Background: an optimization exercise with open tools, aiming at small area and a short achievable clock period. Do not read the settings as production practice.
Function was checked by simulation only, so behaviour that the tests miss may differ from the original.
Power is estimated from default activity; no workload was simulated.

==> flow/design.v <==
package bus_pkg;
  localparam int AW_DEF = 8;
  localparam int DW_DEF = 8;
  localparam logic BUS_RD = 1'b1;
  localparam logic BUS_WR = 1'b0;
  typedef enum logic [1:0] {
    ST_IDLE  = 2'd0,
    ST_GRANT = 2'd1,
    ST_WAIT  = 2'd2,
    ST_ACK   = 2'd3
  } bus_state_e;
endpackage
module bus_ram #(
  parameter int DW    = 8,
  parameter int NRING = 50
) (
  input  logic            clk,
  input  logic [7:0]      ins_hi_n,
  input  logic [7:0]      ins_lo_n,
  input  logic [7:0]      keep_hi,
  input  logic [7:0]      keep_lo,
  input  logic [DW-1:0]   ins_data,
  input  logic [7:0]      rd_lo0,
  input  logic [7:0]      rd_lo2,
  output logic [7*DW-1:0] rd_grp
);
  localparam int NGRP = (NRING + 7) / 8;
  logic [DW-1:0] pos0 [64];
  logic [DW-1:0] pos2 [64];
  for (genvar r = 0; r < 64; r++) begin : g_ring
    if (r < NRING) begin : g_on
      logic [4*DW-1:0] ring_q;
      logic            ins_here;
      logic            keep;
      assign ins_here = !(ins_hi_n[r/8] || ins_lo_n[r%8]);
      assign keep     = !(keep_hi[r/8] && keep_lo[r%8]);
      always_ff @(posedge clk) begin
        ring_q <= {ring_q[3*DW-1:0],
                   ~(({DW{keep}} & ring_q[4*DW-1:3*DW]) | ({DW{ins_here}} & ins_data))};
      end
      assign pos0[r] = ring_q[DW-1:0];
      assign pos2[r] = ring_q[3*DW-1:2*DW];
    end else begin : g_off
      assign pos0[r] = {DW{1'b0}};
      assign pos2[r] = {DW{1'b0}};
    end
  end
  always_comb begin
    logic [DW-1:0] grp;
    rd_grp = {7*DW{1'b0}};
    for (int k = 0; k < NGRP; k++) begin
      grp = {DW{1'b0}};
      for (int j = 0; j < 8; j++) begin
        grp = grp | ({DW{rd_lo0[j]}} & pos0[8*k+j]) | ({DW{rd_lo2[j]}} & pos2[8*k+j]);
      end
      rd_grp[k*DW +: DW] = grp;
    end
  end
endmodule
module bus_responder #(
  parameter int AW    = bus_pkg::AW_DEF,
  parameter int DW    = bus_pkg::DW_DEF,
  parameter int DEPTH = 200,
  parameter int WAIT  = 2
) (
  input  logic          clk,
  input  logic          rst,
  input  logic          mreq,
  output logic          mgrnt,
  input  logic          mas,
  input  logic          mrw,
  input  logic [AW-1:0] maddr,
  input  logic [DW-1:0] mwdata,
  output logic [DW-1:0] mrdata,
  output logic          mrdy,
  output logic          merr
);
  localparam int NRING = DEPTH / 4;
  typedef struct packed {
    logic          valid;
    logic [AW-1:0] addr;
    logic [DW-1:0] data;
    logic          drain;
    logic [DW-1:0] ins_data;
    logic [7:0]    ins_hi;
    logic [7:0]    ins_lo;
  } wb_next_t;
  typedef struct packed {
    logic       pol;
    logic [7:0] hi;
    logic [7:0] lo0;
    logic [7:0] lo2;
    logic       even;
  } rd_next_t;
  logic s_grant, s_w1, s_w2, s_ack;
  logic s_idle;
  logic          rw_r;
  logic          oor_r;
  logic          wr_ok_r;
  logic [AW-1:0] addr_r;
  logic [DW-1:0] wdata_r;
  logic [2:0]    phase_r;
  logic          wb_valid_r;
  logic [AW-1:0] wb_addr_r;
  logic [DW-1:0] wb_data_r;
  logic          drain_r;
  logic [DW-1:0] ins_data_r;
  logic [7:0]    ins_hi_n_r;
  logic [7:0]    ins_lo_n_r;
  logic [7:0]    keep_hi_r;
  logic [7:0]    keep_lo_r;
  logic          cap_r;
  logic          fwd_r;
  logic          rd_pol_r;
  logic [7:0]    rd_hi_r;
  logic [7:0]    rd_lo0_r;
  logic [7:0]    rd_lo2_r;
  logic [7*DW-1:0] grp_r;
  logic            hfwd_r;
  logic            hpol_r;
  logic          mgrnt_r;
  logic          mrdy_r;
  logic          merr_r;
  logic [DW-1:0] mrdata_r;
  logic            strobe_s;
  logic            oor_s;
  logic            wcommit_s;
  wb_next_t        wb_c_s;
  wb_next_t        wb_n_s;
  wb_next_t        wb_s;
  rd_next_t        rd_m_s;
  rd_next_t        rd_a_s;
  logic [7*DW-1:0] ram_grp_s;
  logic [DW-1:0]   rd_word_s;
  assign s_idle   = !(s_grant || s_w1 || s_w2 || s_ack);
  assign strobe_s = s_grant && mas;
  assign oor_s    = oor_r;
  always_ff @(posedge clk) begin
    if (rst) begin
      s_grant <= 1'b0;
      s_w1    <= 1'b0;
      s_w2    <= 1'b0;
      s_ack   <= 1'b0;
    end else begin
      s_grant <= ((s_idle || s_ack) && mreq) || (s_grant && !mas && mreq);
      s_w1    <= strobe_s;
      s_w2    <= s_w1;
      s_ack   <= s_w2;
    end
  end
  always_ff @(posedge clk) begin
    if (strobe_s) begin
      rw_r    <= mrw;
      addr_r  <= maddr;
      wdata_r <= mwdata;
      oor_r   <= ({1'b0, maddr} >= (AW+1)'(DEPTH));
      wr_ok_r <= (mrw == bus_pkg::BUS_WR) && ({1'b0, maddr} < (AW+1)'(DEPTH));
    end
  end
  always_ff @(posedge clk) begin
    phase_r <= phase_r + 3'd1;
  end
  function automatic wb_next_t wb_next(input logic          commit,
                                       input logic          valid,
                                       input logic          drain,
                                       input logic [AW-1:0] wb_addr,
                                       input logic [DW-1:0] wb_data,
                                       input logic [AW-1:0] addr,
                                       input logic [DW-1:0] data,
                                       input logic [2:0]    phase);
    wb_next_t n;
    n.valid    = commit || (valid && !drain);
    n.addr     = commit ? addr : wb_addr;
    n.data     = commit ? data : wb_data;
    n.drain    = n.valid && ((n.addr[1:0] + phase[1:0]) == 2'd2);
    n.ins_data = n.data ^ {DW{!(1'(({1'b0, n.addr[1:0]} + phase + 3'd2) >> 2))}};
    for (int k = 0; k < 8; k++) begin
      n.ins_hi[k] = n.drain && (n.addr[7:5] == 3'(k));
      n.ins_lo[k] = (n.addr[4:2] == 3'(k));
    end
    wb_next = n;
  endfunction
  assign wcommit_s = s_w2 && wr_ok_r && !rst;
  assign wb_c_s = wb_next(1'b1, wb_valid_r, drain_r, wb_addr_r, wb_data_r,
                          addr_r, wdata_r, phase_r);
  assign wb_n_s = wb_next(1'b0, wb_valid_r, drain_r, wb_addr_r, wb_data_r,
                          addr_r, wdata_r, phase_r);
  assign wb_s   = wcommit_s ? wb_c_s : wb_n_s;
  always_ff @(posedge clk) begin
    wb_valid_r <= wb_s.valid;
    wb_addr_r  <= wb_s.addr;
    wb_data_r  <= wb_s.data;
    drain_r    <= wb_s.drain;
    ins_data_r <= wb_s.ins_data;
    ins_hi_n_r <= ~wb_s.ins_hi;
    ins_lo_n_r <= ~wb_s.ins_lo;
    keep_hi_r  <= wb_s.ins_hi;
    keep_lo_r  <= wb_s.ins_lo;
  end
  function automatic rd_next_t rd_next(input logic [AW-1:0] addr,
                                       input logic [2:0]    phase);
    rd_next_t   n;
    logic [1:0] rpos;
    rpos  = addr[1:0] + phase[1:0] + 2'd1;
    n.pol = 1'(({1'b0, addr[1:0]} + phase + 3'd1) >> 2);
    for (int k = 0; k < 8; k++) begin
      n.hi[k]  = (addr[7:5] == 3'(k));
      n.lo0[k] = (addr[4:2] == 3'(k)) && !rpos[1];
      n.lo2[k] = (addr[4:2] == 3'(k)) && rpos[1];
    end
    n.even = !rpos[0];
    rd_next = n;
  endfunction
  assign rd_m_s = rd_next(maddr, phase_r);
  assign rd_a_s = rd_next(addr_r, phase_r);
  always_ff @(posedge clk) begin
    if (strobe_s) begin
      cap_r    <= rd_m_s.even;
      fwd_r    <= wb_n_s.valid && (wb_n_s.addr == maddr);
      rd_pol_r <= rd_m_s.pol;
      rd_hi_r  <= rd_m_s.hi;
      rd_lo0_r <= rd_m_s.lo0;
      rd_lo2_r <= rd_m_s.lo2;
    end else begin
      cap_r    <= s_w1 && rd_a_s.even;
      fwd_r    <= wb_n_s.valid && (wb_n_s.addr == addr_r);
      rd_pol_r <= rd_a_s.pol;
      rd_hi_r  <= rd_a_s.hi;
      rd_lo0_r <= rd_a_s.lo0;
      rd_lo2_r <= rd_a_s.lo2;
    end
  end
  bus_ram #(
    .DW    (DW),
    .NRING (NRING)
  ) u_ram (
    .clk      (clk),
    .ins_hi_n (ins_hi_n_r),
    .ins_lo_n (ins_lo_n_r),
    .keep_hi  (keep_hi_r),
    .keep_lo  (keep_lo_r),
    .ins_data (ins_data_r),
    .rd_lo0   (rd_lo0_r),
    .rd_lo2   (rd_lo2_r),
    .rd_grp   (ram_grp_s)
  );
  always_ff @(posedge clk) begin
    if (cap_r) begin
      grp_r  <= ram_grp_s;
      hfwd_r <= fwd_r;
      hpol_r <= rd_pol_r;
    end
  end
  always_comb begin
    logic [DW-1:0] w;
    w = {DW{1'b0}};
    for (int k = 0; k < 7; k++) begin
      w = w | ({DW{rd_hi_r[k]}} & grp_r[k*DW +: DW]);
    end
    rd_word_s = hfwd_r ? wb_data_r : (w ^ {DW{hpol_r}});
  end
  always_ff @(posedge clk) begin
    if (rst) begin
      mgrnt_r  <= 1'b0;
      mrdy_r   <= 1'b0;
      merr_r   <= 1'b0;
      mrdata_r <= {DW{1'b0}};
    end else begin
      mgrnt_r <= !s_idle;
      mrdy_r  <= s_ack;
      merr_r  <= s_ack && oor_s;
      if (s_ack && rw_r == bus_pkg::BUS_RD) begin
        mrdata_r <= oor_s ? {DW{1'b0}} : rd_word_s;
      end
    end
  end
  assign mgrnt  = mgrnt_r;
  assign mrdy   = mrdy_r;
  assign merr   = merr_r;
  assign mrdata = mrdata_r;
endmodule
make LEC_CHECK=0 ABC_CLOCK_PERIOD_IN_PS=2500 CAP_MARGIN=20 CORE_MARGIN=2 CORE_UTILIZATION=60 CTS_CLUSTER_DIAMETER=80 CTS_CLUSTER_SIZE=28 SETUP_SLACK_MARGIN=1.5 SLEW_MARGIN=20 finish   # period 4.0 ns
run.sh (not shown) runs the stock make flow with config.mk's settings and CLKGATE_MAP_FILE= SYNTH_SCRIPT=/design/flow/synth_recipe.tcl, a recipe that flattens the netlist after the stock synthesis.
==> next run, changes <==
--- a/flow/design.v
+++ b/flow/design.v
@@ -13,49 +13,46 @@
 module bus_ram #(
   parameter int DW    = 8,
   parameter int NRING = 50
 ) (
   input  logic            clk,
-  input  logic [7:0]      ins_hi_n,
-  input  logic [7:0]      ins_lo_n,
-  input  logic [7:0]      keep_hi,
-  input  logic [7:0]      keep_lo,
+  input  logic [7:0]      ins_hi,
+  input  logic [7:0]      ins_lo,
   input  logic [DW-1:0]   ins_data,
+  input  logic [7:0]      rd_hi,
   input  logic [7:0]      rd_lo0,
   input  logic [7:0]      rd_lo2,
-  output logic [7*DW-1:0] rd_grp
+  output logic [4*DW-1:0] rd_part
 );
   localparam int NGRP = (NRING + 7) / 8;
   logic [DW-1:0] pos0 [64];
   logic [DW-1:0] pos2 [64];
   for (genvar r = 0; r < 64; r++) begin : g_ring
     if (r < NRING) begin : g_on
       logic [4*DW-1:0] ring_q;
       logic            ins_here;
-      logic            keep;
-      assign ins_here = !(ins_hi_n[r/8] || ins_lo_n[r%8]);
-      assign keep     = !(keep_hi[r/8] && keep_lo[r%8]);
+      assign ins_here = ins_hi[r/8] && ins_lo[r%8];
       always_ff @(posedge clk) begin
         ring_q <= {ring_q[3*DW-1:0],
-                   ~(({DW{keep}} & ring_q[4*DW-1:3*DW]) | ({DW{ins_here}} & ins_data))};
+                   ~(({DW{!ins_here}} & ring_q[4*DW-1:3*DW]) | ({DW{ins_here}} & ins_data))};
       end
       assign pos0[r] = ring_q[DW-1:0];
       assign pos2[r] = ring_q[3*DW-1:2*DW];
     end else begin : g_off
       assign pos0[r] = {DW{1'b0}};
       assign pos2[r] = {DW{1'b0}};
     end
   end
   always_comb begin
     logic [DW-1:0] grp;
-    rd_grp = {7*DW{1'b0}};
+    rd_part = {4*DW{1'b0}};
     for (int k = 0; k < NGRP; k++) begin
       grp = {DW{1'b0}};
       for (int j = 0; j < 8; j++) begin
         grp = grp | ({DW{rd_lo0[j]}} & pos0[8*k+j]) | ({DW{rd_lo2[j]}} & pos2[8*k+j]);
       end
-      rd_grp[k*DW +: DW] = grp;
+      rd_part[(k/2)*DW +: DW] = rd_part[(k/2)*DW +: DW] | ({DW{rd_hi[k]}} & grp);
     end
   end
 endmodule
 module bus_responder #(
   parameter int AW    = bus_pkg::AW_DEF,
@@ -103,21 +100,19 @@
   logic          wb_valid_r;
   logic [AW-1:0] wb_addr_r;
   logic [DW-1:0] wb_data_r;
   logic          drain_r;
   logic [DW-1:0] ins_data_r;
-  logic [7:0]    ins_hi_n_r;
-  logic [7:0]    ins_lo_n_r;
-  logic [7:0]    keep_hi_r;
-  logic [7:0]    keep_lo_r;
+  logic [7:0]    ins_hi_r;
+  logic [7:0]    ins_lo_r;
   logic          cap_r;
   logic          fwd_r;
   logic          rd_pol_r;
   logic [7:0]    rd_hi_r;
   logic [7:0]    rd_lo0_r;
   logic [7:0]    rd_lo2_r;
-  logic [7*DW-1:0] grp_r;
+  logic [4*DW-1:0] part_r;
   logic            hfwd_r;
   logic            hpol_r;
   logic          mgrnt_r;
   logic          mrdy_r;
   logic          merr_r;
@@ -128,11 +123,11 @@
   wb_next_t        wb_c_s;
   wb_next_t        wb_n_s;
   wb_next_t        wb_s;
   rd_next_t        rd_m_s;
   rd_next_t        rd_a_s;
-  logic [7*DW-1:0] ram_grp_s;
+  logic [4*DW-1:0] ram_part_s;
   logic [DW-1:0]   rd_word_s;
   assign s_idle   = !(s_grant || s_w1 || s_w2 || s_ack);
   assign strobe_s = s_grant && mas;
   assign oor_s    = oor_r;
   always_ff @(posedge clk) begin
@@ -190,14 +185,12 @@
     wb_valid_r <= wb_s.valid;
     wb_addr_r  <= wb_s.addr;
     wb_data_r  <= wb_s.data;
     drain_r    <= wb_s.drain;
     ins_data_r <= wb_s.ins_data;
-    ins_hi_n_r <= ~wb_s.ins_hi;
-    ins_lo_n_r <= ~wb_s.ins_lo;
-    keep_hi_r  <= wb_s.ins_hi;
-    keep_lo_r  <= wb_s.ins_lo;
+    ins_hi_r   <= wb_s.ins_hi;
+    ins_lo_r   <= wb_s.ins_lo;
   end
   function automatic rd_next_t rd_next(input logic [AW-1:0] addr,
                                        input logic [2:0]    phase);
     rd_next_t   n;
     logic [1:0] rpos;
@@ -233,34 +226,28 @@
   bus_ram #(
     .DW    (DW),
     .NRING (NRING)
   ) u_ram (
     .clk      (clk),
-    .ins_hi_n (ins_hi_n_r),
-    .ins_lo_n (ins_lo_n_r),
-    .keep_hi  (keep_hi_r),
-    .keep_lo  (keep_lo_r),
+    .ins_hi   (ins_hi_r),
+    .ins_lo   (ins_lo_r),
     .ins_data (ins_data_r),
+    .rd_hi    (rd_hi_r),
     .rd_lo0   (rd_lo0_r),
     .rd_lo2   (rd_lo2_r),
-    .rd_grp   (ram_grp_s)
+    .rd_part  (ram_part_s)
   );
   always_ff @(posedge clk) begin
     if (cap_r) begin
-      grp_r  <= ram_grp_s;
+      part_r <= ram_part_s;
       hfwd_r <= fwd_r;
       hpol_r <= rd_pol_r;
     end
   end
-  always_comb begin
-    logic [DW-1:0] w;
-    w = {DW{1'b0}};
-    for (int k = 0; k < 7; k++) begin
-      w = w | ({DW{rd_hi_r[k]}} & grp_r[k*DW +: DW]);
-    end
-    rd_word_s = hfwd_r ? wb_data_r : (w ^ {DW{hpol_r}});
-  end
+  assign rd_word_s = hfwd_r ? wb_data_r
+                   : ((part_r[0 +: DW] | part_r[DW +: DW] | part_r[2*DW +: DW]
+                       | part_r[3*DW +: DW]) ^ {DW{hpol_r}});
   always_ff @(posedge clk) begin
     if (rst) begin
       mgrnt_r  <= 1'b0;
       mrdy_r   <= 1'b0;
       merr_r   <= 1'b0;
The new run went through all stages and came out clean; clock-buffer cell count shrinks by 10; sequential share of layout area falls by 1.4 points; combinational power went down by a little under a tenth; final area came out lower slightly; sequential power is lower by a few percent; routed wire length goes down by roughly a tenth; power falls by a few percent; via count drops by roughly a tenth; non-clock buffer count came out lower by 8; core utilization fell by 0.39 points; synthesized cell count went down by a few percent; hold slack stays flat; worst setup slack got worse by 0.059 ns.

-- what the ideal ports hide --
The results above use ideal ports. As a check the final layouts listed here were re-extracted and re-timed, cells and wires unchanged.
Step 1 sets driving cells, clkbuf_16 on the clock port and buf_2 on the other inputs (assumed; they add their load-dependent delay and slew).
Step 2 times the ports against the registers' clock, not the clock port: input delays grow and output delays shrink by t, the midpoint of the rising clock arrivals with the driver on.
a / b / c = ideal ports / drivers / drivers and shift; a / b = the first two.
run | t (ns) | slack for setup (ns) | worst setup path at the end
the first run | 0.720 | 1.613 / 1.543 / 1.162 | input to register
the second run | 0.712 | 1.554 / 1.554 / 0.976 | input to register
After both steps every run listed still meets setup and hold. For the second run, which loses most, drivers alone change the setup slack by 0.000 ns; drivers and shift together by -0.578 ns.
